Context: an optimization exercise on an open-source flow, tuned for small area. The choices shown serve that exercise and are no tape-out recipe.
Function was checked by simulation only, so behaviour that the tests miss may differ from the original.
Power is estimated from default activity; no workload was simulated.

<file path="design.v">
`timescale 1ns/1ps
package tcp_pkg;
    localparam int NUM_FLOWS = 4;
    localparam int MAX_SEG   = 64;
endpackage
`timescale 1ns/1ps
`timescale 1ns/1ps
`timescale 1ns/1ps
`timescale 1ns/1ps
`timescale 1ns/1ps
`timescale 1ns/1ps
module tcp_engine (
     input                          clk
    ,input                          rst
    ,input                          rx_hdr_val
    ,input  logic [49:0]            rx_hdr       
    ,output logic                   rx_hdr_rdy
    ,input                          tail_wr_val
    ,input  logic [1:0]             tail_wr_flowid
    ,input  logic [31:0]            tail_wr_ptr
    ,output logic                   tx_pkt_val
    ,output logic [83:0]            tx_pkt       
    ,input                          tx_pkt_rdy
);
    logic [1:0]  p;              
    logic [1:0]  rr;             
    logic [3:0]  v;              
    logic [31:0] exp_r  [4];
    logic [31:0] head_r [4];
    logic [31:0] tail_r [4];
    logic [1:0]  o_flow;
    logic [31:0] o_seq;
    logic [31:0] o_ack;
    logic [6:0]  o_len;
    wire [31:0] exp0  = exp_r[0]  & {32{v[0]}};
    wire [31:0] head0 = head_r[0] & {32{v[0]}};
    wire [31:0] tail0 = tail_r[0];
    wire out_free = ~tx_pkt_val | tx_pkt_rdy;
    assign rx_hdr_rdy = out_free & (rx_hdr[49:48] == p);
    wire accept   = rx_hdr_val & rx_hdr_rdy;
    wire in_order = rx_hdr[47:16] == exp0;
    wire [31:0] next_exp = exp0 + {16'b0, rx_hdr[15:0] & {16{accept & in_order}}};
    wire [31:0] avail   = tail0 - head0;
    wire        ge64    = |avail[31:6];
    wire        pend    = ge64 | (|avail[5:0]);
    wire [6:0]  seg_len = {ge64, avail[5:0] & {6{~ge64}}};
    wire        my_turn = rr == p;
    wire        send    = out_free & ~accept & my_turn & pend;
    wire [31:0] next_head = head0 + {25'b0, seg_len & {7{send}}};
    wire [1:0]  wpos  = tail_wr_flowid - p - 2'd1;
    wire [31:0] wdata = tail_wr_ptr & {32{~rst}};
    always_ff @(posedge clk) begin
        for (int k = 0; k < 3; k++) begin
            exp_r[k]  <= exp_r[k+1];
            head_r[k] <= head_r[k+1];
        end
        exp_r[3]  <= next_exp;
        head_r[3] <= next_head;
        for (int k = 0; k < 4; k++) begin
            if (rst | (tail_wr_val & (wpos == 2'(k))))
                tail_r[k] <= wdata;
            else
                tail_r[k] <= tail_r[(k+1)%4];
        end
    end
    always_ff @(posedge clk) begin
        if (rst) begin
            p          <= '0;
            rr         <= '0;
            v          <= '0;
            tx_pkt_val <= 1'b0;
        end else begin
            p  <= p + 2'd1;
            v  <= {1'b1, v[3:1]};
            if (my_turn & (send | ~pend))
                rr <= rr + 2'd1;
            if (out_free)
                tx_pkt_val <= accept | send;
        end
    end
    always_ff @(posedge clk) begin
        if (out_free) begin
            o_flow <= p;
            o_seq  <= head0;
            o_ack  <= next_exp;
            o_len  <= seg_len & {7{~accept}};
        end
    end
    assign tx_pkt = {o_flow, o_seq, o_ack, 1'b1, |o_len, 9'b0, o_len};
endmodule
</file>
<file path="constraint.sdc">
create_clock -name core_clock -period 8.5 [get_ports {clk}]
set_input_delay 1.7000 -clock core_clock [delete_from_list [all_inputs] [get_ports {clk}]]
set_output_delay 1.7000 -clock core_clock [all_outputs]
set_load 0.01 [all_outputs]
</file>
<file path="run.sh">
#!/bin/bash
# synth_recipe.tcl (not shown) runs the flow's synth.tcl, then flattens the netlist and writes it again
# the make line also repeats each setting of config.mk as NAME=value (left out here)
make -C /OpenROAD-flow-scripts/flow DESIGN_CONFIG=/design/flow/config.mk WORK_HOME=/design/flow/orfs CLKGATE_MAP_FILE= SYNTH_SCRIPT=/design/flow/synth_recipe.tcl finish
</file>
<file path="config.mk">
export PLATFORM = sky130hd
export DESIGN_NAME = tcp_engine
export DESIGN_NICKNAME = tcp_engine
export VERILOG_FILES = /design/flow/design.v
export SDC_FILE = /design/flow/constraint.sdc
export NUM_CORES = 4
export LEC_CHECK = 0
export CAP_MARGIN = 20
export CORE_MARGIN = 2
export CORE_UTILIZATION = 40
export SLEW_MARGIN = 20
</file>
==> results of run 1 <==
## cell usage in the layout (no fill, tap or decap), types with 13 or more instances in the layout
master / count
o21ai_0: 58
or3_1: 14
nand3b_1: 14
clkbuf_8: 13
nand2_1: 362
nand3_1: 37
xnor2_1: 74
nor2_1: 71
ha_1: 63
xor2_1: 16
nand4_1: 16
a21o_1: 20
clkbuf_16: 49
a21oi_1: 174
and3_1: 17
nor3_1: 22
inv_1: 57
and2_1: 53
dfxtp_1: 392
clkdlybuf4s50_1: 163
edfxtp_1: 73
## flip-flops by register name (all words and copies together) (netlist names)
signal	count
head_r	128
v	4
exp_r	128
rr	2
o_seq	32
tail_r	128
o_flow	2
o_ack	32
o_len	7
p	2
tx_pkt_val	1
## critical path, delay by kind of cell (launching register included)
kind	cells	cell delay, ns
AND/OR/NAND/NOR	10	2.61
AO/OA/AOI/OAI	11	2.22
adder cells (fa/ha/maj)	4	1.15
XOR/XNOR	2	0.41
buffers and inverters	2	0.12
flip-flops	1	0.85
## cell usage after synthesis, drive strengths merged, types with 8 or more instances
| master | count | area, um2 |
|---|---|---|
| clkbuf | 66 | 248 |
| nand4 | 17 | 113 |
| mux2i | 9 | 90.1 |
| nor4 | 13 | 93.8 |
| and3 | 17 | 106 |
| nor3 | 22 | 110 |
| edfxtp | 73 | 2190 |
| o211ai | 9 | 67.6 |
| or3 | 15 | 98.8 |
| a21boi | 15 | 113 |
| nand2 | 363 | 1370 |
| o21ai | 62 | 314 |
| dfxtp | 393 | 7870 |
| nor2 | 72 | 270 |
| xor2 | 16 | 140 |
| nor2b | 11 | 68.8 |
| nand3 | 38 | 190 |
| nand3b | 14 | 105 |
| inv | 57 | 214 |
| a21o | 20 | 150 |
| buf | 15 | 108 |
| xnor2 | 74 | 648 |
| a21oi | 175 | 880 |
| o21a | 12 | 90.1 |
| ha | 63 | 788 |
| nand2b | 8 | 50.1 |
| a22oi | 12 | 90.1 |
| and2 | 54 | 338 |
## area by class of cell
class / instances / area share [%]
Tap cell: 585 / 3.43
Multi-Input combinational cell: 1194 / 33.0
Sequential cell: 466 / 47.2
Clock inverter: 11 / 0.640
Clock buffer: 74 / 6.80
Timing Repair Buffer: 172 / 7.97
Inverter: 57 / 1.00
## stage by stage
| step | hold WS (ns) | worst slack (ns) | instance area (um2) | power (mW) |
|---|---|---|---|---|
| floorplan | 0.310 | 1.00 | 17600 | 2.94 |
| global placement | 0.310 | 1.07 | 19700 | 3.28 |
| detailed placement | 0.312 | 1.02 | 19700 | 3.28 |
| CTS | 0.312 | 1.04 | 21300 | 5.35 |
| global route | 0.327 | 0.371 | 21300 | 5.51 |
| finish | 0.319 | 1.05 | 21300 | 5.28 |
## report_power, final
part           internal (mW)  total (mW)  switching (mW)
combinational          0.348       0.818           0.470
sequential              2.36        2.41          0.0500
clock                   1.21        2.05           0.841
## routing by layer
layer | wire [um] | part of all wire [%]
met1 | 20200 | 48
met2 | 19000 | 45
met3 | 2110 | 5.0
met4 | 948 | 2.2
met5 | 0 | 0
## worst max-delay path by stage
stage / depth (start not counted) / end / slack [ns]
finish: 29 / head_r[3][30] / 1.05
floorplan: 21 / head_r[3][30] / 1.00
detailed placement: 29 / head_r[3][30] / 1.02
global route: 29 / head_r[3][30] / 0.37
global placement: 29 / head_r[3][30] / 1.07
CTS: 29 / head_r[3][30] / 1.04
## kinds of logic after synthesis
group	after synthesis	synth area share [%]
xor gates and xnor gates	90	4.48
muxes	9	0.512
AOI/OAI and AO/OA	353	12.2
DFF	466	57.2
and+or+nand+nor	666	17.5
other	2	0.0427
buffers and inverters	138	3.23
adders and majority gates	66	4.82
==> results.json, run 1 <==
{
  "status": "no timing/DRC/antenna violations",
  "r2r_setup_slack_ns": 1.05,
  "min_period_ns": 7.45,
  "track_usage_pct": 18.5,
  "grt_max_degree": 97,
  "antenna_left": 0,
  "worstReg2RegEnd": "head_r[3][30]",
  "met1_usage_pct": 25.0,
  "crit_fanout": 42,
  "post_route_cells_drive_above_1_share_pct": 5.42,
  "cp_common_cell": "o21ai_0",
  "fillers": 3976,
  "min_from": "head_r[2][8]",
  "maxCapViolCount": 0,
  "initial_core_util_pct": 40.7,
  "final_cells": 2559,
  "busiest_layer": "met2",
  "antenna_cells": 0,
  "worst_r2r_path_depth": 29,
  "p_leak_nw": 8.51,
  "avgSynthCellArea_um2": 9.83,
  "postCtsSetupRepairBufs": 0,
  "port-buffer-count": 164,
  "viasPerCell": 4.97,
  "firstDrtPassIters": 5,
  "hold_buffers": 0,
  "syn_area_um2": 17600,
  "tns_ns": 0,
  "dpl.hpwl_um": 30000,
  "ys_seq_elements": 466,
  "slew_headroom_pct": 36.6,
  "wirelength_um": 42200,
  "crit_slowest_cell": "dfxtp_2",
  "crit_start": "v[0]",
  "period_share_pct": 87.6,
  "yosys_warnings": 4,
  "place_inst": 2474,
  "cts_tree": "done",
  "routabilityCongestion": 0.897,
  "rsz0062_at_grt": "false",
  "grt_pass1_vias": 12300,
  "htree_levels": 2,
  "root_buffer": "clkbuf_16",
  "crit_path_end_kind": "flop",
  "via_count": 12700,
  "wl_per_cell_um": 16.5,
  "die_h_um": 214,
  "crit_arrival_ns": 7.92,
  "ios": 175,
  "std_cell_rows": 76,
  "critPathRequiredTime_ns": 8.98,
  "hold_depth": 0,
  "finalSetupViolations": 0,
  "area.sequential_um2": 10100,
  "cpPeakStageDelay_ns": 0.85,
  "synth_edf_count": 73,
  "ys_types": 75,
  "grt_pass1_wl_um": 65700,
  "grt_use_met2_pct": 29.9,
  "cts_resized": 0,
  "grt_use_met3_pct": 3.08,
  "ir_drop_uv": 175,
  "worstHoldPathType": "reg2reg",
  "insertion_delay_ns": 0.58,
  "utilization_pct": 49.3,
  "drc": 0,
  "nNetsFinal": 2093,
  "worstSetupStartpointType": "flop",
  "fp.dieW_um": 214,
  "dieArea_um2": 45700,
  "fp.coreArea_um2": 43300,
  "drt_iter0_drc": 713,
  "synth_flop_cell": "dfxtp_1",
  "clock_sinks": 466,
  "power_density_nw_per_um2": 248,
  "tightest_slew_ns": 0.951,
  "synthCells": 1790,
  "multi_input_area_um2": 7030,
  "clkTransAtPathRegs_ns": 0.07,
  "ys_seq_area_share_pct": 57.2,
  "maxSlewViolCount": 0,
  "area_growth_pct": 21.1,
  "hold_viol": 0,
  "crit_type": "reg2reg",
  "antenna_found_initial": 0,
  "numCtsBuffers": 47,
  "grt.overflow.total": 0,
  "clk_path_buf_depth": 3,
  "skew_ns": 0.0205,
  "min_to": "head_r[1][8]",
  "synth-async-reset-ratio_pct": 0,
  "fmax_ghz": 0.134,
  "rr_startpoint": "v[0]"
}
==> run 2: changes to the inputs <==
--- a/config.mk
+++ b/config.mk
@@ -7,2 +7,3 @@
 export LEC_CHECK = 0
+export ABC_AREA = 1
 export CAP_MARGIN = 20
@@ -10,2 +11,3 @@
 export CORE_UTILIZATION = 40
+export CTS_BUF_LIST = sky130_fd_sc_hd__clkbuf_4
 export SLEW_MARGIN = 20
==> run 2 against run 1 <==
  * Worst setup slack improved by 1.4 ns
  * Routed wire length fell by 0.13%
  * Sequential power barely moved
  * Sequential share of layout area fell by 0.16 points
  * Critical path depth rose by 2
  * Maximum frequency rose by 23%
  * Core utilization fell by 0.69 points
  * Cell count rose by 8.4%
  * First-iteration DRC count fell by 23%
  * Critical path type unchanged
  * Via count fell by 0.53%
==> results.json, run 2 <==
{
  "crit_slowest_cell": "dfxtp_2",
  "yosysTopAreaCell": "dfxtp_1",
  "fp.dieW_um": 215,
  "antenna_found_initial": 2,
  "tns_ns": 0,
  "ys_seq_elements": 466,
  "postCtsSetupRepairBufs": 0,
  "crit_fanout": 35,
  "synthTopCellsByArea": "dfxtp_1 44%, edfxtp_1 12%, nand2_1 8.0%",
  "clk_path_buf_depth": 3,
  "post_route_cells_drive_above_1_share_pct": 15.4,
  "setup_slack_ns": 2.42,
  "firstDrtPassIters": 5,
  "status": "no timing/DRC/antenna violations",
  "place_ws_ns": 1.99,
  "grt.overflow.total": 0,
  "place_inst": 2579,
  "syn_area_um2": 17800,
  "drc": 0,
  "routabilityCongestion": 0.951,
  "ys_seq_area_share_pct": 56.6,
  "cpPeakStageDelay_ns": 0.78,
  "avgSynthCellArea_um2": 9.63,
  "ios": 175,
  "power_density_nw_per_um2": 225,
  "htree_levels": 3,
  "worstSetupStartpointType": "flop",
  "hold_viol": 0,
  "fmax_ghz": 0.165,
  "root_buffer": "clkbuf_4",
  "ys_types": 46,
  "clock_sinks": 466,
  "maxCapViolCount": 0,
  "die_h_um": 215,
  "top_layer": "met4",
  "ir_drop_uv": 95.6,
  "std_cell_rows": 77,
  "p_leak_nw": 10.1,
  "area_growth_pct": 20.4,
  "port-buffer-count": 164,
  "drt_iter0_drc": 552,
  "dpl.hpwl_um": 31400,
  "synthTopCellsByCount": "393 x dfxtp_1, 379 x nand2_1, 266 x inv_1",
  "crit_arrival_ns": 6.76,
  "cts_tree": "done",
  "reg.largest.list": "exp_r (128), head_r (128), tail_r (128)",
  "wirelength_um": 42200,
  "track_usage_pct": 18.5,
  "numCtsBuffers": 112,
  "yosys.area.top_type_share_pct": 44.3,
  "cp_common_cell": "nand2_1",
  "crit_path_end_kind": "flop",
  "dieArea_um2": 46100,
  "slew_headroom_pct": 30.7,
  "viasPerCell": 4.56,
  "yosys_warnings": 4,
  "synth_flop_cell": "dfxtp_1",
  "synthCells": 1845,
  "grt_pass1_vias": 13300,
  "wl_met1_um": 18600,
  "worstHoldPathType": "reg2reg",
  "period_share_pct": 71.5,
  "synth.most_common_cell": "dfxtp_1",
  "nNetsFinal": 2256,
  "initial_core_util_pct": 40.4,
  "fp.coreArea_um2": 44000,
  "antenna_left": 0,
  "finalSetupViolations": 0,
  "final_cells": 2773,
  "critPathRequiredTime_ns": 9.18,
  "rsz0062_at_grt": "false",
  "route.met3.wl_um": 2370,
  "skew_ns": 0.0471,
  "maxSlewViolCount": 0,
  "crit_type": "reg2reg",
  "layout_commonest_cell": "dfxtp_1",
  "hold_buffers": 0,
  "insertion_delay_ns": 0.84,
  "grt_max_degree": 69,
  "wl_met2_um": 20100,
  "synth_edf_count": 73,
  "layout_common_cells": "392 x dfxtp_1, 377 x nand2_1, 265 x inv_1",
  "min_period_ns": 6.08,
  "grt_pass1_wl_um": 67300,
  "tightest_slew_ns": 1.04,
  "via_count": 12600,
  "clkTransAtPathRegs_ns": 0.06,
  "cts_resized": 0,
  "synth-async-reset-ratio_pct": 0,
  "utilization_pct": 48.6,
  "wl_per_cell_um": 15.2
}
[run 2: cell types whose count changed after synthesis, moves of 17 or more]
cell      previous run  this run
a21oi_1            174        47
o21ai_0             58        14
inv_1               57       266
clkbuf_1            66        11
xnor2_1             74        19
and2_1              53         2
mux2_2               0       126
nor2_1              72       156
xor2_1              16        74
a21o_1              20         1
nand2_1            362       379
nand3_1             38        58
[run 2: area by class of cell]
class | count | area, um2
Tap cell | 592 | 741
Inverter | 278 | 1040
Clock inverter | 32 | 143
Timing Repair Buffer | 169 | 1680
Fill cell | 4215 | 22600
Antenna cell | 4 | 10.0
Clock buffer | 158 | 1190
Multi-Input combinational cell | 1074 | 6530
Sequential cell | 466 | 10100
[run 2: layer usage]
metal	up-vias	track usage [%]
met4	0	7.66
met5	-	0
met1	5802	22.7
met2	341	31.1
li1	6420	-
met3	77	4.80
[run 2: kinds of logic after synthesis]
| group | after synthesis | share of synthesized area (%) |
|---|---|---|
| fa+ha+maj | 66 | 4.77 |
| compound gates | 86 | 2.65 |
| other cells | 2 | 0.0423 |
| buf+inv | 313 | 6.91 |
| xor+xnor | 93 | 4.58 |
| mux | 126 | 7.98 |
| simple gates | 693 | 16.5 |
| flops | 466 | 56.6 |
[run 2: final timing paths]
kind / slack (ns) / from / to / depth (start not counted)
max: 2.42 / v[0] / head_r[3][31] / 31
min: 0.31 / head_r[1][29] / head_r[0][29] / 0
max reg2reg: 2.42 / v[0] / head_r[3][31] / 31
min reg2reg: 0.31 / head_r[1][29] / head_r[0][29] / 0
[run 2: critical path, delay by kind of cell (launching register included)]
kind                       cells  cell delay (ns)
and+or+nand+nor               22             3.32
AOI/OAI and AO/OA              2             0.31
adders and majority gates      2             0.67
xor gates and xnor gates       1             0.18
buffers and inverters          4             0.66
DFF                            1             0.78
[run 2: power by group]
group          internal, mW  switching (mW)
registers              2.36          0.0453
clock network         0.853           0.835
logic                 0.308           0.421
total                  3.52            1.30
[run 2: metrics by stage]
step           total power, mW  hold WS (ns)  cell area (um2)
6_report                  4.82         0.308            21400
5_1_grt                   5.10         0.295            21400
4_1_cts                   4.90         0.299            21400
3_5_place_dp              3.18         0.312            20100
2_1_floorplan             2.91         0.310            17800
3_3_place_gp              3.18         0.310            20100
==> run 3: changes to the inputs <==
--- a/config.mk
+++ b/config.mk
@@ -7,3 +7,2 @@
 export LEC_CHECK = 0
-export ABC_AREA = 1
 export CAP_MARGIN = 20
@@ -11,3 +10,5 @@
 export CORE_UTILIZATION = 40
-export CTS_BUF_LIST = sky130_fd_sc_hd__clkbuf_4
+export CTS_BUF_LIST = sky130_fd_sc_hd__clkbuf_16
+export CTS_CLUSTER_DIAMETER = 80
+export CTS_CLUSTER_SIZE = 30
 export SLEW_MARGIN = 20
==> run 3 against run 2 <==
  * Design area fell by 4.2%
  * First-iteration DRC count rose by 38%
  * Worst setup slack got worse by 1.4 ns
  * Worst hold slack got worse by 0.0024 ns
  * Sequential share of layout area rose by 2.1 points
  * Total power fell by 6.3%
  * Sequential power barely moved
  * Synthesized area fell by 0.97%
  * Via count fell by 0.44%
  * Global-route usage fell by 0.62 points
  * Critical endpoint is now head_r[3][30]
  * Largest cell class unchanged
==> results.json, run 3 <==
{
  "clock_sinks": 466,
  "nNetsFinal": 2068,
  "worst_r2r_path_depth": 29,
  "numCtsBuffers": 22,
  "min_from": "exp_r[1][29]",
  "grt_pass1_wl_um": 64500,
  "syn_area_um2": 17600,
  "clkTransAtPathRegs_ns": 0.11,
  "hold_viol": 0,
  "min_period_ns": 7.48,
  "fp.dieW_um": 214,
  "avgSynthCellArea_um2": 9.83,
  "antenna_left": 0,
  "firstDrtPassIters": 5,
  "cts_resized": 0,
  "synth_edf_count": 73,
  "drc": 0,
  "grt.overflow.total": 0,
  "yosysTopAreaCell": "dfxtp_1",
  "skew_ns": 0.0486,
  "antenna_found_initial": 0,
  "std_cell_rows": 76,
  "htree_levels": 1,
  "crit_slowest_cell": "dfxtp_2",
  "synth-async-reset-ratio_pct": 0,
  "grt_pass1_vias": 12000,
  "rr_startpoint": "v[0]",
  "ios": 175,
  "status": "no timing/DRC/antenna violations",
  "postCtsSetupRepairBufs": 0,
  "maxSlewViolCount": 0,
  "ys_seq_area_share_pct": 57.2,
  "finalSetupViolations": 0,
  "die_h_um": 214,
  "slew_headroom_pct": 37.4,
  "yosys_warnings": 4,
  "synth.most_common_cell": "dfxtp_1",
  "wl_per_cell_um": 16.6,
  "cts_tree": "done",
  "hold_buffers": 0,
  "initial_core_util_pct": 40.7,
  "worstReg2RegEnd": "head_r[3][30]",
  "routabilityCongestion": 0.897,
  "hold_depth": 0,
  "maxCapViolCount": 0,
  "ys_types": 75,
  "tns_ns": 0,
  "ir_drop_uv": 143,
  "critPathRequiredTime_ns": 8.95,
  "synth_flop_cell": "dfxtp_1",
  "min_to": "exp_r[0][29]",
  "setup_slack_ns": 1.02,
  "reg.largest.list": "exp_r (128), head_r (128), tail_r (128)",
  "insertion_delay_ns": 0.58,
  "worstSetupStartpointType": "flop",
  "period_share_pct": 88.0,
  "power_density_nw_per_um2": 220,
  "viasPerCell": 5.01,
  "crit_arrival_ns": 7.93,
  "layout_common_cells": "392 x dfxtp_1, 362 x nand2_1, 174 x a21oi_1",
  "fmax_ghz": 0.134,
  "dieArea_um2": 45700,
  "ys_seq_elements": 466,
  "area_growth_pct": 16.4,
  "crit_fanout": 42,
  "crit_type": "reg2reg",
  "antenna_cells": 0,
  "fp.coreArea_um2": 43300,
  "layout_commonest_cell": "dfxtp_1",
  "grt_max_degree": 97,
  "fillers": 4046,
  "drt_iter0_drc": 762,
  "wirelength_um": 41700,
  "clk_path_buf_depth": 3,
  "place_ws_ns": 1.02,
  "yosys.area.top_type_share_pct": 44.7,
  "synthTopCellsByArea": "dfxtp_1 45%, edfxtp_1 12%, nand2_1 7.7%",
  "tightest_slew_ns": 0.940,
  "synthCells": 1790,
  "via_count": 12600,
  "port-buffer-count": 164,
  "crit_path_end_kind": "flop",
  "root_buffer": "clkbuf_16",
  "worstHoldPathType": "reg2reg",
  "rsz0062_at_grt": "false",
  "synthTopCellsByCount": "393 x dfxtp_1, 362 x nand2_1, 174 x a21oi_1",
  "cp_common_cell": "nor4_1",
  "p_leak_nw": 8.12,
  "post_route_cells_drive_above_1_share_pct": 3.48,
  "r2r_setup_slack_ns": 1.02,
  "cpPeakStageDelay_ns": 0.87,
  "track_usage_pct": 17.9,
  "dpl.hpwl_um": 30000
}
run 3: cell count changes after synthesis, moves of 13 or more:
cell,delta
and3_1,+15
inv_1,-209
xnor2_1,+55
nand2_1,-17
o21ai_0,+44
clkbuf_1,+55
a21o_1,+19
nand3_1,-20
a21oi_1,+127
or3_1,+13
mux2_2,-126
nor2_1,-84
xor2_1,-58
and2_1,+51
run 3: cell type report:
type / instances / area, um2 / share of cell area, %
Sequential cell: 466 / 10100 / 49.1
Multi-Input combinational cell: 1194 / 7030 / 34.3
Timing Repair Buffer: 172 / 1700 / 8.29
Tap cell: 585 / 732 / 3.57
Clock buffer: 23 / 576 / 2.81
Inverter: 57 / 214 / 1.04
Clock inverter: 16 / 184 / 0.897
run 3: worst max-delay path: cells and delay by family, from the launching register on:
kind | cells | cell delay [ns]
AO/OA/AOI/OAI | 10 | 2.14
XOR/XNOR | 1 | 0.10
adder cells (fa/ha/maj) | 4 | 1.15
buffers and inverters | 2 | 0.12
flip-flops | 1 | 0.87
multiplexers | 1 | 0.13
AND/OR/NAND/NOR | 11 | 2.83
run 3: power breakdown:
part	switching [mW]	leakage [nW]	total [mW]	internal (mW)
registers	0.0501	4.02	2.41	2.36
clock network	0.728	0.388	1.29	0.557
logic	0.469	3.71	0.817	0.348
total	1.25	8.12	4.51	3.27
run 3: cell families (layout without fill, tap and decap cells):
group / Yosys count / count (layout) / share of synthesized area, %
fa+ha+maj: 66 / 66 / 4.82
mux: 9 / 9 / 0.512
xor+xnor: 90 / 90 / 4.48
flops: 466 / 466 / 57.2
buf+inv: 138 / 268 / 3.23
simple gates: 666 / 666 / 17.5
other cells: 2 / 10 / 0.0427
compound gates: 353 / 353 / 12.2
run 3: worst max path at each step:
stage	slack, ns	to	start
after global routing	0.33	head_r[3][30]	v[0]
after floorplan	1.00	head_r[3][30]	tx_pkt_rdy
after CTS	1.0	head_r[3][30]	v[0]
final	1.02	head_r[3][30]	v[0]
after global placement	1.07	head_r[3][30]	v[0]
after detailed placement	1.02	head_r[3][30]	v[0]
run 3: per-layer routing:
layer	vias up	part of all wire, %	track usage, %	wire (um)
met1	5946	48	24.9	20000
met2	285	45	29.4	18900
li1	6306	-	-	-
met5	-	0	0	0
met4	0	2.2	5.05	924
met3	48	4.4	2.18	1850
run 3: metrics by stage:
stage | std cells | power (mW) | util, % | hold slack (ns) | instance area, um2
4_1_cts | 2513 | 4.56 | 47.4 | 0.313 | 20500
3_5_place_dp | 2474 | 3.28 | 45.6 | 0.312 | 19700
6_report | 2513 | 4.51 | 47.4 | 0.306 | 20500
5_1_grt | 2513 | 4.72 | 47.4 | 0.320 | 20500
3_3_place_gp | 2474 | 3.28 | 45.6 | 0.310 | 19700
2_1_floorplan | 1798 | 2.94 | - | 0.310 | 17600
==> run 4: changes to the inputs <==
--- a/config.mk
+++ b/config.mk
@@ -10,5 +10,5 @@
 export CORE_UTILIZATION = 40
-export CTS_BUF_LIST = sky130_fd_sc_hd__clkbuf_16
-export CTS_CLUSTER_DIAMETER = 80
-export CTS_CLUSTER_SIZE = 30
+export CTS_BUF_LIST = sky130_fd_sc_hd__clkbuf_8
+export CTS_CLUSTER_DIAMETER = 60
+export CTS_CLUSTER_SIZE = 20
 export SLEW_MARGIN = 20
==> run 4 against run 3 <==
  * Non-clock buffer count did not move
  * Design area increased by 0.12%
  * Critical path depth is the same
  * Combinational power about the same
  * Critical path type unchanged
  * Still clean
  * Clock power barely moved
==> results.json, run 4 <==
{
  "status": "no timing/DRC/antenna violations",
  "multi_input_area_um2": 7030,
  "layout_commonest_cell": "dfxtp_1",
  "period_share_pct": 87.3,
  "firstDrtPassIters": 5,
  "synth-async-reset-ratio_pct": 0,
  "synth_edf_count": 73,
  "p_sw_mw": 1.28,
  "maxSlewViolCount": 0,
  "wl_per_cell_um": 16.6,
  "hold_buffers": 0,
  "p_int_mw": 3.22,
  "p_clk_share_pct": 28.3,
  "fp.coreArea_um2": 43300,
  "avgSynthCellArea_um2": 9.83,
  "tightest_slew_ns": 0.945,
  "cp_common_cell": "o21ai_0",
  "crit_type": "reg2reg",
  "grt.overflow.total": 0,
  "critPathRequiredTime_ns": 8.99,
  "postCtsSetupRepairBufs": 0,
  "maxCapViolCount": 0,
  "crit_fanout": 42,
  "dpl.hpwl_um": 30000,
  "slew_headroom_pct": 36.9,
  "via_count": 12700,
  "antenna_cells": 0,
  "root_buffer": "clkbuf_8",
  "clk_path_buf_depth": 3,
  "layout_common_cells": "392 x dfxtp_1, 362 x nand2_1, 174 x a21oi_1",
  "crit_path_end_kind": "flop",
  "crit_slowest_cell": "dfxtp_2",
  "antenna_left": 0,
  "synth.most_common_cell": "dfxtp_1",
  "routabilityCongestion": 0.897,
  "htree_levels": 2,
  "yosys_warnings": 4,
  "grt_use_met2_pct": 29.4,
  "hold_viol": 0,
  "tns_ns": 0,
  "p_leak_nw": 8.15,
  "area_growth_pct": 16.6,
  "insertion_delay_ns": 0.62,
  "initial_core_util_pct": 40.7,
  "pwr-share-seq_pct": 53.5,
  "clkTransAtPathRegs_ns": 0.11,
  "synthCells": 1790,
  "grt_pass1_vias": 12100,
  "antenna_found_initial": 0,
  "worstHoldPathType": "reg2reg",
  "grt_pass1_wl_um": 65100,
  "fp.dieW_um": 214,
  "finalSetupViolations": 0,
  "ir_drop_uv": 133,
  "ios": 175,
  "cts_tree": "done",
  "fmax_ghz": 0.135,
  "fillers": 4061,
  "drt_iter0_drc": 782,
  "utilization_pct": 47.4,
  "numCtsBuffers": 35,
  "cpPeakStageDelay_ns": 0.86,
  "std_cell_rows": 76,
  "busiest_layer": "met2",
  "met1_usage_pct": 25.0,
  "synth_flop_cell": "dfxtp_1",
  "yosys.area.top_type_share_pct": 44.7,
  "syn_area_um2": 17600,
  "track_usage_pct": 18.3,
  "p_comb_share_pct": 18.1,
  "die_h_um": 214,
  "cts_resized": 0,
  "p_sw_share_pct": 28.5,
  "area.sequential_um2": 10100,
  "skew_ns": 0.0492,
  "ys_seq_area_share_pct": 57.2,
  "grt_max_degree": 97,
  "clock_sinks": 466,
  "synthTopCellsByCount": "393 x dfxtp_1, 362 x nand2_1, 174 x a21oi_1",
  "min_period_ns": 7.42,
  "worstSetupStartpointType": "flop",
  "ys_types": 75,
  "yosysTopAreaCell": "dfxtp_1",
  "wirelength_um": 42000,
  "port-buffer-count": 164,
  "grt_use_met3_pct": 3.43,
  "nNetsFinal": 2081,
  "dieArea_um2": 45700,
  "synthTopCellsByArea": "dfxtp_1 45%, edfxtp_1 12%, nand2_1 7.7%",
  "ys_seq_elements": 466,
  "post_route_cells_drive_above_1_share_pct": 4.66,
  "reg.largest.list": "exp_r (128), head_r (128), tail_r (128)",
  "viasPerCell": 4.99,
  "power_density_nw_per_um2": 220,
  "drc": 0,
  "rsz0062_at_grt": "false",
  "crit_arrival_ns": 7.91
}
## run 4: cell counts after synthesis
Identical to the previous run, type by type.
## run 4: cell families (layout without fill, tap and decap cells)
family | Yosys count | count (layout) | share of synthesized area, %
AOI/OAI and AO/OA | 353 | 353 | 12.2
xor gates and xnor gates | 90 | 90 | 4.48
adders and majority gates | 66 | 66 | 4.82
buffers and inverters | 138 | 292 | 3.23
DFF | 466 | 466 | 57.2
muxes | 9 | 9 | 0.512
other | 2 | 10 | 0.0427
and+or+nand+nor | 666 | 666 | 17.5
## run 4: cell type report
| class | count | share of cell area [%] |
|---|---|---|
| clock buffers | 38 | 2.55 |
| clock inverters | 25 | 1.27 |
| inverters | 57 | 1.04 |
| multi-input cells | 1194 | 34.3 |
| flip-flops and latches | 466 | 49.0 |
| well taps | 585 | 3.57 |
| repair buffers | 172 | 8.28 |
## run 4: final timing paths
check | start | to | slack, ns | depth (start not counted)
min reg2reg | head_r[3][3] | head_r[2][3] | 0.31 | 0
max | v[0] | head_r[3][30] | 1.08 | 29
max reg2reg | v[0] | head_r[3][30] | 1.08 | 29
min | head_r[3][3] | head_r[2][3] | 0.31 | 0
## run 4: worst max-delay path: cells and delay by family (launching register included)
| kind | cells | cell delay, ns |
|---|---|---|
| buffers and inverters | 2 | 0.12 |
| adders and majority gates | 4 | 1.15 |
| DFF | 1 | 0.86 |
| AOI/OAI and AO/OA | 11 | 2.19 |
| and+or+nand+nor | 10 | 2.59 |
| xor gates and xnor gates | 2 | 0.40 |
## run 4: metal layers
layer / vias up / share of wire [%]
met5: - / 0
met3: 57 / 5.3
met1: 5945 / 48
li1: 6336 / -
met4: 0 / 2.2
met2: 316 / 45
## run 4: per-stage QoR
step	instances	setup slack (ns)	hold slack [ns]	instance area [um2]	total power [mW]
5_1_grt	2537	0.363	0.300	20500	4.72
4_1_cts	2537	1.03	0.292	20500	4.55
3_3_place_gp	2474	1.07	0.310	19700	3.28
6_report	2537	1.08	0.307	20500	4.51
3_5_place_dp	2474	1.02	0.312	19700	3.28
2_1_floorplan	1798	1.00	0.310	17600	2.94
## run 4: power groups by stage
stage               registers (mW)  clock network [mW]  logic [mW]
finish                        2.41                1.28       0.817
global route                  2.42                1.41       0.889
CTS                           2.41                1.32       0.818
detailed placement            2.46                   0       0.814
global placement              2.46                   0       0.822
floorplan                     2.48                   0       0.460
==> run 5: changes to the inputs <==
--- a/design.v
+++ b/design.v
@@ -31,5 +31,4 @@
     logic [1:0]  o_flow;
-    logic [31:0] o_seq;
-    logic [31:0] o_ack;
-    logic [6:0]  o_len;
+    logic [6:0]  o_len;          
+    logic        adv_q;          
     wire [31:0] exp0  = exp_r[0]  & {32{v[0]}};
@@ -37,14 +36,24 @@
     wire [31:0] tail0 = tail_r[0];
-    wire out_free = ~tx_pkt_val | tx_pkt_rdy;
-    assign rx_hdr_rdy = out_free & (rx_hdr[49:48] == p);
+    wire out_done = ~tx_pkt_val | tx_pkt_rdy;
+    wire apply    = adv_q & out_done & (o_flow == p);
+    wire can_load = out_done & ~adv_q;
+    assign rx_hdr_rdy = can_load & (rx_hdr[49:48] == p);
     wire accept   = rx_hdr_val & rx_hdr_rdy;
     wire in_order = rx_hdr[47:16] == exp0;
-    wire [31:0] next_exp = exp0 + {16'b0, rx_hdr[15:0] & {16{accept & in_order}}};
-    wire [31:0] avail   = tail0 - head0;
-    wire        ge64    = |avail[31:6];
-    wire        pend    = ge64 | (|avail[5:0]);
-    wire [6:0]  seg_len = {ge64, avail[5:0] & {6{~ge64}}};
+    wire [16:0] exp_lo   = {1'b0, exp0[15:0]} + {1'b0, rx_hdr[15:0] & {16{accept & in_order}}};
+    wire [31:0] next_exp = {exp0[31:16] + {15'b0, exp_lo[16]}, exp_lo[15:0]};
+    wire [25:0] th    = tail0[31:6];
+    wire [25:0] hh_n  = ~head0[31:6];
+    wire [6:0]  dlo   = {1'b0, tail0[5:0]} - {1'b0, head0[5:0]};
+    wire [5:0]  d     = dlo[5:0];
+    wire        b     = dlo[6];
+    wire [25:0] hx    = th ^ hh_n;
+    wire [25:0] ho    = th | hh_n;
+    wire        hi_eq = (hx[0] == ~b) & (hx[25:1] == ho[24:0]);
+    wire        ge64    = ~hi_eq;
+    wire        pend    = ge64 | (|d);
+    wire [6:0]  seg_len = {ge64, d & {6{~ge64}}};
     wire        my_turn = rr == p;
-    wire        send    = out_free & ~accept & my_turn & pend;
-    wire [31:0] next_head = head0 + {25'b0, seg_len & {7{send}}};
+    wire        send    = can_load & ~accept & my_turn & pend;
+    wire [31:0] next_head = head0 + {25'b0, o_len & {7{apply}}};
     wire [1:0]  wpos  = tail_wr_flowid - p - 2'd1;
@@ -70,2 +79,3 @@
             v          <= '0;
+            adv_q      <= 1'b0;
             tx_pkt_val <= 1'b0;
@@ -76,3 +86,7 @@
                 rr <= rr + 2'd1;
-            if (out_free)
+            if (send)
+                adv_q <= 1'b1;
+            else if (apply)
+                adv_q <= 1'b0;
+            if (out_done)
                 tx_pkt_val <= accept | send;
@@ -81,6 +95,4 @@
     always_ff @(posedge clk) begin
-        if (out_free) begin
+        if (can_load) begin
             o_flow <= p;
-            o_seq  <= head0;
-            o_ack  <= next_exp;
             o_len  <= seg_len & {7{~accept}};
@@ -88,3 +100,4 @@
     end
-    assign tx_pkt = {o_flow, o_seq, o_ack, 1'b1, |o_len, 9'b0, o_len};
+    wire [1:0] o_pos = o_flow - p;
+    assign tx_pkt = {o_flow, head_r[o_pos], exp_r[o_pos], 1'b1, |o_len, 9'b0, o_len};
 endmodule
--- a/config.mk
+++ b/config.mk
@@ -10,5 +10,5 @@
 export CORE_UTILIZATION = 40
-export CTS_BUF_LIST = sky130_fd_sc_hd__clkbuf_8
-export CTS_CLUSTER_DIAMETER = 60
-export CTS_CLUSTER_SIZE = 20
+export CTS_BUF_LIST = sky130_fd_sc_hd__clkbuf_16
+export CTS_CLUSTER_DIAMETER = 80
+export CTS_CLUSTER_SIZE = 30
 export SLEW_MARGIN = 20
==> run 5 against run 4 <==
  * Still clean on timing, DRC and antenna
  * Sequential share of layout area down 6.0 points
  * Core utilization up 0.14 points
  * Design area down 7.7%
  * Clock power down 7%
  * Worst hold slack better by 0.037 ns
  * Via count down 9.6%
  * Critical path type is now in2reg
  * Largest cell class unchanged
==> results.json, run 5 <==
{
  "status": "no timing/DRC/antenna violations",
  "critPathRequiredTime_ns": 8.95,
  "finalSetupViolations": 0,
  "crit_path_end_kind": "flop",
  "tightest_slew_ns": 1.04,
  "avgSynthCellArea_um2": 10.1,
  "cts_resized": 0,
  "hold_depth": 0,
  "synth_top_family_by_area": "simple AND/OR/NAND/NOR gates",
  "insertion_delay_ns": 0.55,
  "min_period_ns": 6.41,
  "yosys_warnings": 4,
  "via_count": 11400,
  "nNetsFinal": 1873,
  "area.sequential_um2": 8160,
  "wirelength_um": 38200,
  "synthTopCellsByCount": "394 x dfxtp_1, 303 x nand2_1, 148 x a21oi_1",
  "post_route_cells_drive_above_1_share_pct": 8.19,
  "htree_levels": 1,
  "numCtsBuffers": 21,
  "grt.overflow.total": 0,
  "utilization_pct": 47.6,
  "fp.dieW_um": 205,
  "root_buffer": "clkbuf_16",
  "min_from": "head_r[3][10]",
  "path_cells": "clkdlybuf4s50_1, xnor2_1, nand2_1, or4_1, a21oi_1, nand4_1, buf_4, nor3_1, ha_1, fa_1, a21oi_1, nor3_1, nor3_1, o311a_1, o31ai_1, ha_1, ha_1, nand3_1, or3_1, a21boi_0",
  "initial_core_util_pct": 40.6,
  "worstReg2RegEnd": "exp_r[3][30]",
  "clkTransAtPathRegs_ns": 0.11,
  "wl_per_cell_um": 16.9,
  "dpl.hpwl_um": 26500,
  "fillers": 3746,
  "rsz0062_at_grt": "false",
  "reg.largest.list": "exp_r (128), head_r (128), tail_r (128)",
  "ios": 175,
  "multi_input_area_um2": 7430,
  "synth.most_common_cell": "dfxtp_1",
  "min_to": "head_r[2][10]",
  "synth_edf_count": 9,
  "synth-async-reset-ratio_pct": 0,
  "worstHoldPathType": "reg2reg",
  "antenna_cells": 0,
  "routabilityCongestion": 0.852,
  "slew_headroom_pct": 30.3,
  "ys_types": 64,
  "port-buffer-count": 164,
  "grt_pass1_wl_um": 59900,
  "yosys.area_share.simple_pct": 16.1,
  "hold_viol": 0,
  "period_share_pct": 75.4,
  "synth_flop_cell": "dfxtp_1",
  "maxCapViolCount": 0,
  "rr_startpoint": "v[0]",
  "crit_type": "in2reg",
  "grt_pass1_vias": 11100,
  "synth-xor-area-share_pct": 5.73,
  "viasPerCell": 5.06,
  "std_cell_rows": 73,
  "tns_ns": 0,
  "ys_seq_area_share_pct": 50.4,
  "r2r_setup_slack_ns": 3.03,
  "layout_common_cells": "393 x dfxtp_1, 303 x nand2_1, 163 x clkdlybuf4s50_1",
  "antenna_left": 0,
  "maxSlewViolCount": 0,
  "ys_seq_elements": 403,
  "firstDrtPassIters": 5,
  "area_growth_pct": 17.1,
  "fp.coreArea_um2": 39800,
  "syn_area_um2": 16200,
  "power_density_nw_per_um2": 208,
  "grt_max_degree": 117,
  "synthTopCellsByArea": "dfxtp_1 49%, mux4_2 8.9%, nand2_1 7.0%",
  "fmax_ghz": 0.156,
  "die_h_um": 205,
  "synth_mux_area_share_pct": 9.05,
  "clock_sinks": 403,
  "crit_arrival_ns": 6.86,
  "worstSetupStartpointType": "input port",
  "layout_commonest_cell": "dfxtp_1",
  "crit_fanout": 16,
  "worst_r2r_path_depth": 18,
  "cpPeakStageDelay_ns": 0.66,
  "track_usage_pct": 17.9,
  "postCtsSetupRepairBufs": 0,
  "cts_tree": "done",
  "synth_compound_area_share_pct": 9.58,
  "clk_path_buf_depth": 3,
  "hold_buffers": 0,
  "synthCells": 1608,
  "yosys.area.top_type_share_pct": 48.8,
  "drc": 0,
  "drt_iter0_drc": 684,
  "dieArea_um2": 42100,
  "antenna_found_initial": 0,
  "yosysTopAreaCell": "dfxtp_1",
  "crit_slowest_cell": "or4_1",
  "synthAdderAreaFrac_pct": 4.93,
  "p_leak_nw": 7.02,
  "ir_drop_uv": 219,
  "skew_ns": 0.0317
}
run 5: cell families (layout without fill, tap and decap cells):
| family | count (synthesis) | in the layout |
|---|---|---|
| AO/OA/AOI/OAI | 256 | 256 |
| XOR/XNOR | 105 | 105 |
| adder cells (fa/ha/maj) | 62 | 62 |
| buffers and inverters | 162 | 280 |
| flip-flops | 403 | 403 |
| multiplexers | 66 | 66 |
| other | 2 | 10 |
| AND/OR/NAND/NOR | 552 | 552 |
run 5: per-stage QoR:
step	setup WS, ns	cell area, um2	std cells	power [mW]	hold WS, ns
final	2.09	18900	2259	3.95	0.344
after global placement	1.55	18200	2224	2.81	0.327
after CTS	2.00	18900	2259	4.01	0.342
after floorplan	2.73	16200	1616	2.56	0.326
after global routing	1.49	18900	2259	4.13	0.334
after detailed placement	1.48	18200	2224	2.82	0.331
run 5: where the power goes:
part	leakage, nW	switching, mW	internal [mW]	total [mW]
registers	3.28	0.0452	1.98	2.02
logic	3.39	0.399	0.333	0.732
clock network	0.354	0.669	0.524	1.19
run 5: how the worst max path moves through the flow:
stage	start	end	cells after the start
6_report	rx_hdr[48]	exp_r[3][30]	20
2_1_floorplan	rx_hdr[48]	exp_r[3][26]	19
3_3_place_gp	rx_hdr[48]	exp_r[3][28]	20
3_5_place_dp	rx_hdr[48]	exp_r[3][26]	20
5_1_grt	rx_hdr[48]	exp_r[3][30]	20
4_1_cts	rx_hdr[48]	exp_r[3][30]	20
run 5: final cells by class:
type / instances / share of cell area (%)
Clock inverter: 14 / 1.04
Clock buffer: 21 / 2.77
Multi-Input combinational cell: 1051 / 39.2
Inverter: 74 / 1.47
Sequential cell: 403 / 43.1
Timing Repair Buffer: 171 / 8.95
Tap cell: 525 / 3.47
run 5: critical path, delay by kind of cell:
family,cells,cell delay [ns]
AND/OR/NAND/NOR,8,1.99
AO/OA/AOI/OAI,5,1.43
adder cells (fa/ha/maj),4,0.91
buffers and inverters,2,0.69
XOR/XNOR,1,0.13
run 5: layer usage:
metal  vias to the layer above  share of wire, %  track usage, %
met1                      5462                48            25.4
met2                       230                46            29.2
li1                       5705                 -               -
met3                        42               4.0            2.04
met4                         0               2.1            4.24
met5                         -                 0               0
==> run 6: changes to the inputs <==
==> flow/run.sh (new file) <==
#!/bin/bash
# The standard layout, with the port buffers made from the smallest buffer cell.
set -euo pipefail
bash standard.sh BUFFER_PORTS_ARGS="-buffer_cell sky130_fd_sc_hd__buf_1" finish > standard_flow.log 2>&1
==> standard.sh (new file) <==
#!/bin/bash
# synth_recipe.tcl (not shown) runs the flow's synth.tcl, then flattens the netlist and writes it again
# the make line also repeats each setting of config.mk as NAME=value (left out here)
make -C /OpenROAD-flow-scripts/flow DESIGN_CONFIG=/design/flow/config.mk WORK_HOME=/design/flow/orfs CLKGATE_MAP_FILE= SYNTH_SCRIPT=/design/flow/synth_recipe.tcl "${@:-finish}"
removed: run.sh
==> run 6 against run 5 <==
  * Worst hold slack lost 0.015 ns
  * Routed wire length is 0.93% lower
  * Synthesized cell count unchanged
  * Design area is 5.3% lower
  * Sequential share of layout area grew 2.4 points
==> results.json, run 6 <==
{
  "firstDrtPassIters": 5,
  "worstHoldPathType": "reg2reg",
  "final_cells": 2264,
  "hold_buffers": 0,
  "worst_r2r_path_depth": 19,
  "cpPeakStageDelay_ns": 0.65,
  "r2r_setup_slack_ns": 3.04,
  "via_count": 11600,
  "place_ws_ns": 1.80,
  "ir_drop_uv": 137,
  "cp_num_buf_inv": 2,
  "antenna_found_initial": 2,
  "track_usage_pct": 17.7,
  "tns_ns": 0,
  "htree_levels": 1,
  "fmax_ghz": 0.165,
  "std_cell_rows": 73,
  "whs_ns": 0.329,
  "worstReg2RegEnd": "exp_r[3][26]",
  "period_share_pct": 71.4,
  "grt_pass1_vias": 11200,
  "wl_per_cell_um": 16.7,
  "initial_core_util_pct": 40.6,
  "setup_slack_ns": 2.43,
  "crit_path_end_kind": "flop",
  "synth.most_common_cell": "dfxtp_1",
  "synth-async-reset-ratio_pct": 0,
  "ios": 175,
  "drc": 0,
  "synth_flop_cell": "dfxtp_1",
  "yosysTopAreaCell": "dfxtp_1",
  "routabilityCongestion": 0.869,
  "yosys.area.top_type_share_pct": 48.8,
  "total_power_mw": 3.88,
  "maxSlewViolCount": 0,
  "layout_common_cells": "393 x dfxtp_1, 303 x nand2_1, 163 x buf_1",
  "fp.dieW_um": 205,
  "grt_max_degree": 113,
  "synthTopCellsByArea": "dfxtp_1 49%, mux4_2 8.9%, nand2_1 7.0%",
  "area_growth_pct": 10.9,
  "ys_seq_elements": 403,
  "critical_path.endpoint": "exp_r[3][26]",
  "port-buffer-count": 164,
  "synth_edf_count": 9,
  "layout_commonest_cell": "dfxtp_1",
  "post_dp_cell_area_um2": 17200,
  "avgSynthCellArea_um2": 10.1,
  "crit_arrival_ns": 6.56,
  "insertion_delay_ns": 0.56,
  "place_inst": 2226,
  "p_leak_nw": 6.63,
  "dpl.hpwl_um": 26500,
  "numCtsBuffers": 21,
  "critical-path-top-delay-family": "simple AND/OR/NAND/NOR gates",
  "viasPerCell": 5.11,
  "hold_viol": 0,
  "antenna_left": 0,
  "stdcell_area_um2": 17900,
  "clock_sinks": 403,
  "synthCells": 1608,
  "rsz0062_at_grt": "false",
  "cts_tree": "done",
  "critPathRequiredTime_ns": 8.99,
  "fillers": 3858,
  "cp.depth": 20,
  "antenna_cells": 0,
  "die_h_um": 205,
  "min_period_ns": 6.07,
  "wirelength_um": 37900,
  "cts_resized": 0,
  "path_cells": "buf_1, xnor2_1, nand2_1, or4_1, a21oi_1, nand4_1, buf_4, nor3_1, ha_1, fa_1, a21oi_1, nor3_1, nor3_1, o311a_1, o31ai_1, ha_1, ha_1, nand3_1, or3_1, a21boi_0",
  "maxCapViolCount": 0,
  "power_density_nw_per_um2": 216,
  "slew_headroom_pct": 30.3,
  "nNetsFinal": 1876,
  "yosys_warnings": 4,
  "clkTransAtPathRegs_ns": 0.11,
  "crit_type": "in2reg",
  "syn_area_um2": 16200,
  "root_buffer": "clkbuf_16",
  "tightest_slew_ns": 1.05,
  "postCtsSetupRepairBufs": 0,
  "ys_types": 64,
  "synthTopCellsByCount": "394 x dfxtp_1, 303 x nand2_1, 148 x a21oi_1",
  "fp.coreArea_um2": 39800,
  "crit_start": "rx_hdr[48]",
  "crit_slowest_cell": "or4_1",
  "clk_path_buf_depth": 3,
  "rr_startpoint": "p[0]",
  "utilization_pct": 45.0,
  "grt_pass1_wl_um": 59600,
  "reg.largest.list": "exp_r (128), head_r (128), tail_r (128)",
  "dieArea_um2": 42100,
  "post_route_cells_drive_above_1_share_pct": 8.40,
  "ys_seq_area_share_pct": 50.4,
  "worstSetupStartpointType": "input port",
  "finalSetupViolations": 0,
  "status": "no timing/DRC/antenna violations",
  "grt.overflow.total": 0,
  "drt_iter0_drc": 677,
  "skew_ns": 0.0235,
  "crit_fanout": 16
}
## run 6: cell types whose count changed in the layout (fill, tap and decap cells not counted), sizes merged
cell and change:
buf +165, clkbuf +1, clkdlybuf4s50 -163, clkinv -2, clkinvlp +1, inv +3
## run 6: worst min path at each step
| stage | slack [ns] | to | cells after the start | startpoint |
|---|---|---|---|---|
| 2_1_floorplan | 0.33 | exp_r[1][0] | 0 | exp_r[2][0] |
| 3_5_place_dp | 0.33 | exp_r[1][3] | 0 | exp_r[2][3] |
| 3_3_place_gp | 0.33 | head_r[0][21] | 0 | head_r[1][21] |
| 4_1_cts | 0.33 | exp_r[0][5] | 0 | exp_r[1][5] |
| 5_1_grt | 0.34 | exp_r[0][5] | 0 | exp_r[1][5] |
| 6_report | 0.33 | exp_r[0][5] | 0 | exp_r[1][5] |
## run 6: logic make-up (layout without fill, tap and decap cells)
| kind of cell | after synthesis | in the layout | synth area share, % |
|---|---|---|---|
| other | 2 | 10 | 0.0464 |
| adders and majority gates | 62 | 62 | 4.93 |
| buffers and inverters | 162 | 285 | 4.10 |
| AOI/OAI and AO/OA | 256 | 256 | 9.58 |
| DFF | 403 | 403 | 50.4 |
| muxes | 66 | 66 | 9.05 |
| and+or+nand+nor | 552 | 552 | 16.1 |
| xor gates and xnor gates | 105 | 105 | 5.73 |
## run 6: routing by layer
metal / part of all wire (%) / global-route usage [%]
met1: 47 / 24.4
met2: 46 / 29.0
met3: 5.2 / 3.13
met4: 1.9 / 4.06
met5: 0.071 / 0
## run 6: area by class of cell
| type | count | area, um2 | area share (%) |
|---|---|---|---|
| Clock buffer | 21 | 526 | 2.93 |
| Tap cell | 525 | 657 | 3.66 |
| Multi-Input combinational cell | 1051 | 7430 | 41.4 |
| Clock inverter | 16 | 174 | 0.970 |
| Timing Repair Buffer | 174 | 714 | 3.98 |
| Sequential cell | 403 | 8160 | 45.5 |
| Inverter | 74 | 278 | 1.55 |
## run 6: where the power goes
group          internal (mW)  total (mW)  switching, mW  leakage (nW)
sequential              1.98        2.02         0.0441          3.28
clock                  0.516        1.18          0.664         0.347
combinational          0.274       0.672          0.398          3.00
total                   2.77        3.88           1.11          6.63
==> run 7: changes to the inputs <==
--- a/design.v
+++ b/design.v
@@ -33,4 +33,4 @@
     logic        adv_q;          
-    wire [31:0] exp0  = exp_r[0]  & {32{v[0]}};
-    wire [31:0] head0 = head_r[0] & {32{v[0]}};
+    wire [31:0] exp0  = exp_r[0];
+    wire [31:0] head0 = head_r[0];
     wire [31:0] tail0 = tail_r[0];
@@ -38,3 +38,3 @@
     wire apply    = adv_q & out_done & (o_flow == p);
-    wire can_load = out_done & ~adv_q;
+    wire can_load = out_done & ~adv_q & v[0];
     assign rx_hdr_rdy = can_load & (rx_hdr[49:48] == p);
@@ -65,4 +65,4 @@
         end
-        exp_r[3]  <= next_exp;
-        head_r[3] <= next_head;
+        exp_r[3]  <= next_exp  & {32{v[0]}};
+        head_r[3] <= next_head & {32{v[0]}};
         for (int k = 0; k < 4; k++) begin
@@ -84,3 +84,3 @@
             v  <= {1'b1, v[3:1]};
-            if (my_turn & (send | ~pend))
+            if (v[0] & my_turn & (send | ~pend))
                 rr <= rr + 2'd1;
==> flow/run.sh (replaced) <==
#!/bin/bash
# The standard layout (standard.sh) with two changes:
#  - synthesis is ORFS's synth.tcl unchanged except that ABC maps the
#    combinational logic with flow/abc.script (area-oriented, delay relaxed);
#    registers, their names and cell types are those of the standard synthesis;
#  - the port buffers are the smallest buffer cell.
set -euo pipefail
here=$(pwd)
sed 's#^\([[:space:]]*\)log_cmd abc {\*}\$abc_args#\1set abc_args [lreplace $abc_args 1 1 '"$here"'/flow/abc.script]\n\1log_cmd abc {*}$abc_args#' \
    "$FLOW_HOME/scripts/synth.tcl" > "$here/synth_area.tcl"
grep -q "flow/abc.script" "$here/synth_area.tcl"
sed 's#source \$::env(SCRIPTS_DIR)/synth.tcl#source '"$here"'/synth_area.tcl#' \
    "$here/synth_recipe.tcl" > "$here/synth_recipe_area.tcl"
grep -q "synth_area.tcl" "$here/synth_recipe_area.tcl"
bash standard.sh SYNTH_SCRIPT="$here/synth_recipe_area.tcl" \
    BUFFER_PORTS_ARGS="-buffer_cell sky130_fd_sc_hd__buf_1" finish > standard_flow.log 2>&1
==> flow/abc.script (new file) <==
&get -n
&st
&dch
&nf -R 1000
&put
topo
stime -c
--- a/config.mk
+++ b/config.mk
@@ -10,5 +10,5 @@
 export CORE_UTILIZATION = 40
-export CTS_BUF_LIST = sky130_fd_sc_hd__clkbuf_16
-export CTS_CLUSTER_DIAMETER = 80
-export CTS_CLUSTER_SIZE = 30
+export CTS_BUF_LIST = sky130_fd_sc_hd__clkbuf_8
+export CTS_CLUSTER_DIAMETER = 60
+export CTS_CLUSTER_SIZE = 20
 export SLEW_MARGIN = 20
==> run 7 against run 6 <==
  * Still clean on timing, DRC and antenna
  * Flip-flop and latch count is the same
  * Register-to-register slack got worse by 0.79 ns
  * Clock skew grew 0.014 ns
  * Via count fell by 7.2%
  * Worst setup slack worse by 0.76 ns
  * Global-route usage rose by 0.63 points
  * Maximum frequency decreased by 11%
  * Sequential power hardly changed
  * Die area down 13%
  * Critical path type unchanged
  * Critical endpoint is now exp_r[3][29]
==> results.json, run 7 <==
{
  "postCtsSetupRepairBufs": 0,
  "synth_edf_count": 9,
  "grt.overflow.total": 0,
  "rr_startpoint": "v[0]",
  "ios": 175,
  "via_count": 10700,
  "slew_headroom_pct": 39.1,
  "grt_pass1_vias": 10500,
  "avgSynthCellArea_um2": 9.88,
  "clk_path_buf_depth": 3,
  "p_leak_nw": 6.36,
  "yosys_warnings": 4,
  "nNetsFinal": 1782,
  "place_ws_ns": 1.10,
  "port-buffer-count": 164,
  "fp.dieW_um": 192,
  "area_growth_pct": 14.3,
  "skew_ns": 0.0376,
  "grt_max_degree": 65,
  "drc": 0,
  "yosys.area.top_type_share_pct": 56.0,
  "top_layer": "met4",
  "synthCells": 1426,
  "wl_per_cell_um": 16.1,
  "worstSetupStartpointType": "input port",
  "utilization_pct": 46.5,
  "crit_fanout": 16,
  "synthTopCellsByCount": "394 x dfxtp_1, 333 x nand2_1, 157 x o21ai_0",
  "post_route_cells_drive_above_1_share_pct": 4.53,
  "synth-async-reset-ratio_pct": 0,
  "crit_start": "tx_pkt_rdy",
  "rsz0062_at_grt": "false",
  "numCtsBuffers": 31,
  "cts_tree": "done",
  "viasPerCell": 5.09,
  "ir_drop_uv": 126,
  "routabilityCongestion": 0.802,
  "clock_sinks": 403,
  "finalSetupViolations": 0,
  "cts_resized": 0,
  "tns_ns": 0,
  "initial_core_util_pct": 40.7,
  "setup_slack_ns": 1.67,
  "clkTransAtPathRegs_ns": 0.12,
  "hold_viol": 0,
  "crit_path_end_kind": "flop",
  "grt_pass1_wl_um": 54200,
  "synth_flop_cell": "dfxtp_1",
  "die_h_um": 192,
  "track_usage_pct": 18.4,
  "htree_levels": 1,
  "min_period_ns": 6.83,
  "wl_met2_um": 15600,
  "maxSlewViolCount": 0,
  "cpPeakStageDelay_ns": 0.50,
  "wirelength_um": 34000,
  "power_density_nw_per_um2": 211,
  "layout_common_cells": "394 x dfxtp_1, 333 x nand2_1, 164 x buf_1",
  "crit_type": "in2reg",
  "ys_seq_area_share_pct": 57.9,
  "min_from": "exp_r[1][28]",
  "stdcell_area_um2": 16100,
  "cp_common_cell": "o21ai_0",
  "reg.largest.list": "exp_r (128), head_r (128), tail_r (128)",
  "antenna_found_initial": 0,
  "yosysTopAreaCell": "dfxtp_1",
  "dieArea_um2": 36700,
  "syn_area_um2": 14100,
  "synthTopCellsByArea": "dfxtp_1 56%, nand2_1 8.9%, o21ai_0 5.6%",
  "root_buffer": "clkbuf_8",
  "worstHoldPathType": "reg2reg",
  "synth.most_common_cell": "dfxtp_1",
  "layout_commonest_cell": "dfxtp_1",
  "drt_iter0_drc": 811,
  "crit_arrival_ns": 7.37,
  "antenna_cells": 0,
  "insertion_delay_ns": 0.63,
  "ys_seq_elements": 403,
  "maxCapViolCount": 0,
  "ys_types": 36,
  "whs_ns": 0.338,
  "post_dp_cell_area_um2": 15400,
  "tightest_slew_ns": 0.913,
  "fmax_ghz": 0.146,
  "status": "no timing/DRC/antenna violations",
  "route.met3.wl_um": 1840,
  "dpl.hpwl_um": 22800,
  "fp.coreArea_um2": 34600,
  "period_share_pct": 80.4,
  "antenna_left": 0,
  "wl_met1_um": 15900,
  "firstDrtPassIters": 7,
  "crit_slowest_cell": "nor3_1",
  "std_cell_rows": 68,
  "hold_buffers": 0,
  "critPathRequiredTime_ns": 9.03
}
==> run 7: cell count changes in the layout (fill, tap and decap cells not counted), moves of 26 or more <==
cell,previous run,this run
a21oi_1,148,48
a222oi_1,0,64
and2_0,0,28
and2_1,57,0
clkbuf_8,0,31
clkinv_1,1,44
inv_1,75,2
mux4_2,64,0
nand2_1,303,333
o21ai_0,32,157
xnor2_1,53,27
==> run 7: power by group <==
part	switching (mW)	internal, mW
sequential	0.0271	1.96
combinational	0.178	0.0761
clock	0.681	0.471
==> run 7: worst max-delay path, delay by kind of cell <==
kind	cells	cell delay [ns]
buffers and inverters	3	0.37
AND/OR/NAND/NOR	13	2.96
adder cells (fa/ha/maj)	3	0.79
AO/OA/AOI/OAI	8	1.55
==> run 7: layout make-up <==
class,count,area [um2]
repair buffers,175,698
clock inverters,26,292
multi-input cells,976,5800
flip-flops and latches,403,8160
well taps,455,569
clock buffers,31,427
fillers,3385,18500
inverters,45,170
==> run 7: final timing paths <==
kind,to,slack (ns),depth (start not counted)
setup / recovery,exp_r[3][29],1.67,27
hold / removal,exp_r[0][28],0.34,0
setup reg to reg,exp_r[3][29],2.25,26
hold reg to reg,exp_r[0][28],0.34,0
==> run 7: kinds of logic after synthesis <==
group                    Yosys count  share of synthesized area [%]
buffers and inverters             55                           1.73
AO/OA/AOI/OAI                    303                           13.5
XOR/XNOR                          89                           5.53
AND/OR/NAND/NOR                  513                           15.7
other                              2                         0.0533
flip-flops                       403                           57.9
adder cells (fa/ha/maj)           61                           5.58
==> run 7: metal layers <==
metal / vias up / GRT usage [%]
met2: 289 / 31.1
met3: 44 / 2.50
li1: 5416 / -
met5: - / 0
met4: 0 / 4.76
met1: 4987 / 24.6
==> run 7: per-stage QoR <==
step | power (mW) | cells
global route | 3.55 | 2111
floorplan | 2.18 | 1434
detailed placement | 2.29 | 2054
CTS | 3.44 | 2111
global placement | 2.28 | 2054
finish | 3.40 | 2111
==> run 8: changes to the inputs <==
--- a/config.mk
+++ b/config.mk
@@ -10,5 +10,5 @@
 export CORE_UTILIZATION = 40
-export CTS_BUF_LIST = sky130_fd_sc_hd__clkbuf_8
-export CTS_CLUSTER_DIAMETER = 60
-export CTS_CLUSTER_SIZE = 20
+export CTS_BUF_LIST = sky130_fd_sc_hd__clkbuf_16
+export CTS_CLUSTER_DIAMETER = 80
+export CTS_CLUSTER_SIZE = 30
 export SLEW_MARGIN = 20
==> run 8 against run 7 <==
  * Still clean
  * Worst hold slack better by 0.0038 ns
  * Flip-flop and latch count unchanged
  * Worst setup slack worse by 0.064 ns
  * Total power shrank 3.1%
  * Sequential share of layout area rose by 0.45 points
  * Clock skew fell by 0.016 ns
  * Design area down 0.89%
  * Core utilization fell by 0.41 points
  * Synthesized area unchanged
  * Clock power shrank 9%
  * Die area stayed put
  * Largest cell class unchanged
  * Largest power group unchanged
  * Highest routed layer unchanged
==> results.json, run 8 <==
{
  "crit_start": "tx_pkt_rdy",
  "rsz0062_at_grt": "false",
  "via_count": 10600,
  "cts_tree": "done",
  "clk_path_buf_depth": 3,
  "synth.most_common_cell": "dfxtp_1",
  "place_inst": 2054,
  "yosys_warnings": 4,
  "ys_types": 36,
  "ir_drop_uv": 126,
  "cp_common_cell": "o21ai_0",
  "grt_pass1_vias": 10400,
  "reg.largest.list": "exp_r (128), head_r (128), tail_r (128)",
  "track_usage_pct": 18.2,
  "tns_ns": 0,
  "wl_per_cell_um": 16.1,
  "ys_seq_elements": 403,
  "std_cell_rows": 68,
  "place_ws_ns": 1.10,
  "post_dp_cell_area_um2": 15400,
  "crit_fanout": 16,
  "ys_seq_area_share_pct": 57.9,
  "maxSlewViolCount": 0,
  "viasPerCell": 5.09,
  "drc": 0,
  "insertion_delay_ns": 0.53,
  "area_growth_pct": 13.3,
  "dieArea_um2": 36700,
  "synth_edf_count": 9,
  "p_leak_nw": 6.29,
  "hold_buffers": 0,
  "setup_slack_ns": 1.60,
  "period_share_pct": 81.2,
  "post_route_cells_drive_above_1_share_pct": 2.89,
  "root_buffer": "clkbuf_16",
  "port-buffer-count": 164,
  "rr_startpoint": "v[0]",
  "finalSetupViolations": 0,
  "layout_common_cells": "394 x dfxtp_1, 333 x nand2_1, 164 x buf_1",
  "fp.dieW_um": 192,
  "avgSynthCellArea_um2": 9.88,
  "critPathRequiredTime_ns": 8.94,
  "tightest_slew_ns": 0.915,
  "min_from": "head_r[2][6]",
  "numCtsBuffers": 19,
  "skew_ns": 0.0215,
  "ios": 175,
  "synthCells": 1426,
  "synth_flop_cell": "dfxtp_1",
  "htree_levels": 1,
  "cp_num_buf_inv": 3,
  "clkTransAtPathRegs_ns": 0.11,
  "synthTopCellsByArea": "dfxtp_1 56%, nand2_1 8.9%, o21ai_0 5.6%",
  "crit_slowest_cell": "nor3_1",
  "crit_path_end_kind": "flop",
  "nNetsFinal": 1770,
  "yosysTopAreaCell": "dfxtp_1",
  "dpl.hpwl_um": 22800,
  "routabilityCongestion": 0.802,
  "slew_headroom_pct": 39.0,
  "final_cells": 2083,
  "firstDrtPassIters": 9,
  "fmax_ghz": 0.145,
  "yosys.area.top_type_share_pct": 56.0,
  "die_h_um": 192,
  "grt_pass1_wl_um": 53700,
  "syn_area_um2": 14100,
  "layout_commonest_cell": "dfxtp_1",
  "maxCapViolCount": 0,
  "cts_resized": 0,
  "initial_core_util_pct": 40.7,
  "clock_sinks": 403,
  "antenna_found_initial": 0,
  "fp.coreArea_um2": 34600,
  "synth-async-reset-ratio_pct": 0,
  "crit_arrival_ns": 7.34,
  "power_density_nw_per_um2": 206,
  "grt.overflow.total": 0,
  "wirelength_um": 33600,
  "grt_max_degree": 65,
  "synthTopCellsByCount": "394 x dfxtp_1, 333 x nand2_1, 157 x o21ai_0",
  "cpPeakStageDelay_ns": 0.49,
  "postCtsSetupRepairBufs": 0,
  "hold_viol": 0,
  "crit_type": "in2reg",
  "worstHoldPathType": "reg2reg",
  "antenna_cells": 0,
  "antenna_left": 0,
  "min_period_ns": 6.90,
  "worstSetupStartpointType": "input port",
  "drt_iter0_drc": 709,
  "stdcell_area_um2": 16000,
  "critical-path-top-delay-family": "simple AND/OR/NAND/NOR gates",
  "status": "no timing/DRC/antenna violations",
  "utilization_pct": 46.1
}
## run 8: cell counts after synthesis
Identical to the previous run, type by type.
## run 8: through the flow
stage / power [mW] / hold slack, ns
floorplan: 2.18 / 0.330
global placement: 2.28 / 0.333
detailed placement: 2.29 / 0.336
CTS: 3.33 / 0.345
global route: 3.43 / 0.349
finish: 3.29 / 0.342
## run 8: layout make-up
type / instances / area (um2)
clock buffer: 19 / 475
clock inverter: 10 / 100
fill: 3367 / 18700
inverter: 45 / 170
multi-input combinational: 976 / 5800
sequential: 403 / 8160
tap: 455 / 569
timing repair buffer: 175 / 698
## run 8: where the power goes
group          total [mW]  internal, mW  switching (mW)  leakage (nW)
Combinational       0.254        0.0761           0.178          2.72
Clock                1.05         0.433           0.613         0.292
Sequential           1.99          1.96          0.0269          3.28
Total                3.29          2.47           0.818          6.29
## run 8: logic make-up after synthesis
| logic type | share of synthesized area, % |
|---|---|
| buf+inv | 1.73 |
| compound gates | 13.5 |
| simple gates | 15.7 |
| flops | 57.9 |
| xor+xnor | 5.53 |
| other cells | 0.0533 |
| fa+ha+maj | 5.58 |
## run 8: path summary, 6_finish.rpt
path / end / slack (ns) / depth (start not counted)
setup / recovery: exp_r[3][29] / 1.60 / 27
hold / removal: head_r[1][6] / 0.34 / 0
setup reg to reg: exp_r[3][29] / 2.27 / 26
hold reg to reg: head_r[1][6] / 0.34 / 0
## run 8: routing by layer
layer  vias to the layer above  part of all wire (%)  GRT usage, %
li1                       5372                     -             -
met1                      4955                    47          24.4
met2                       237                    46          31.3
met3                        39                   4.6          2.25
met4                         0                   1.8          4.11
met5                         -                     0             0

static timing again, ports no longer ideal:
How much do the figures lean on ideal ports? The routed layouts below were timed once more, with nothing changed but the port constraints. Step 1: set_driving_cell puts a clkbuf_16 on clk and a buf_2 on each other input, an assumption about the parent block. Step 2 times the ports against the registers' clock, not the clock port: input delays grow and output delays shrink by t, the midpoint of the rising clock arrivals with the driver on. a / b / c = no drivers / after step 1 / after step 2; a / b = the first two.
| run | t (ns) | setup WS [ns] | clock arrival spread, ns |
|---|---|---|---|
| run 1 | 0.623 | 1.053 / 1.053 / 1.053 | 0.022 / 0.023 |
| run 2 | 0.861 | 2.423 / 2.423 / 1.971 | 0.049 / 0.049 |
| run 3 | 0.609 | 1.018 / 1.018 / 1.018 | 0.050 / 0.050 |
| run 4 | 0.652 | 1.076 / 1.076 / 1.076 | 0.053 / 0.054 |
| run 5 | 0.583 | 2.088 / 2.112 / 1.529 | 0.035 / 0.035 |
| run 6 | 0.599 | 2.427 / 2.454 / 1.854 | 0.024 / 0.025 |
| run 7 | 0.659 | 1.665 / 1.682 / 1.023 | 0.038 / 0.037 |
| run 8 | 0.575 | 1.601 / 1.623 / 1.049 | 0.023 / 0.023 |
After both steps every run listed still meets setup and hold. The setup slack of run 7, which loses most, moves by +0.017 ns with the drivers and by -0.642 ns with both steps.
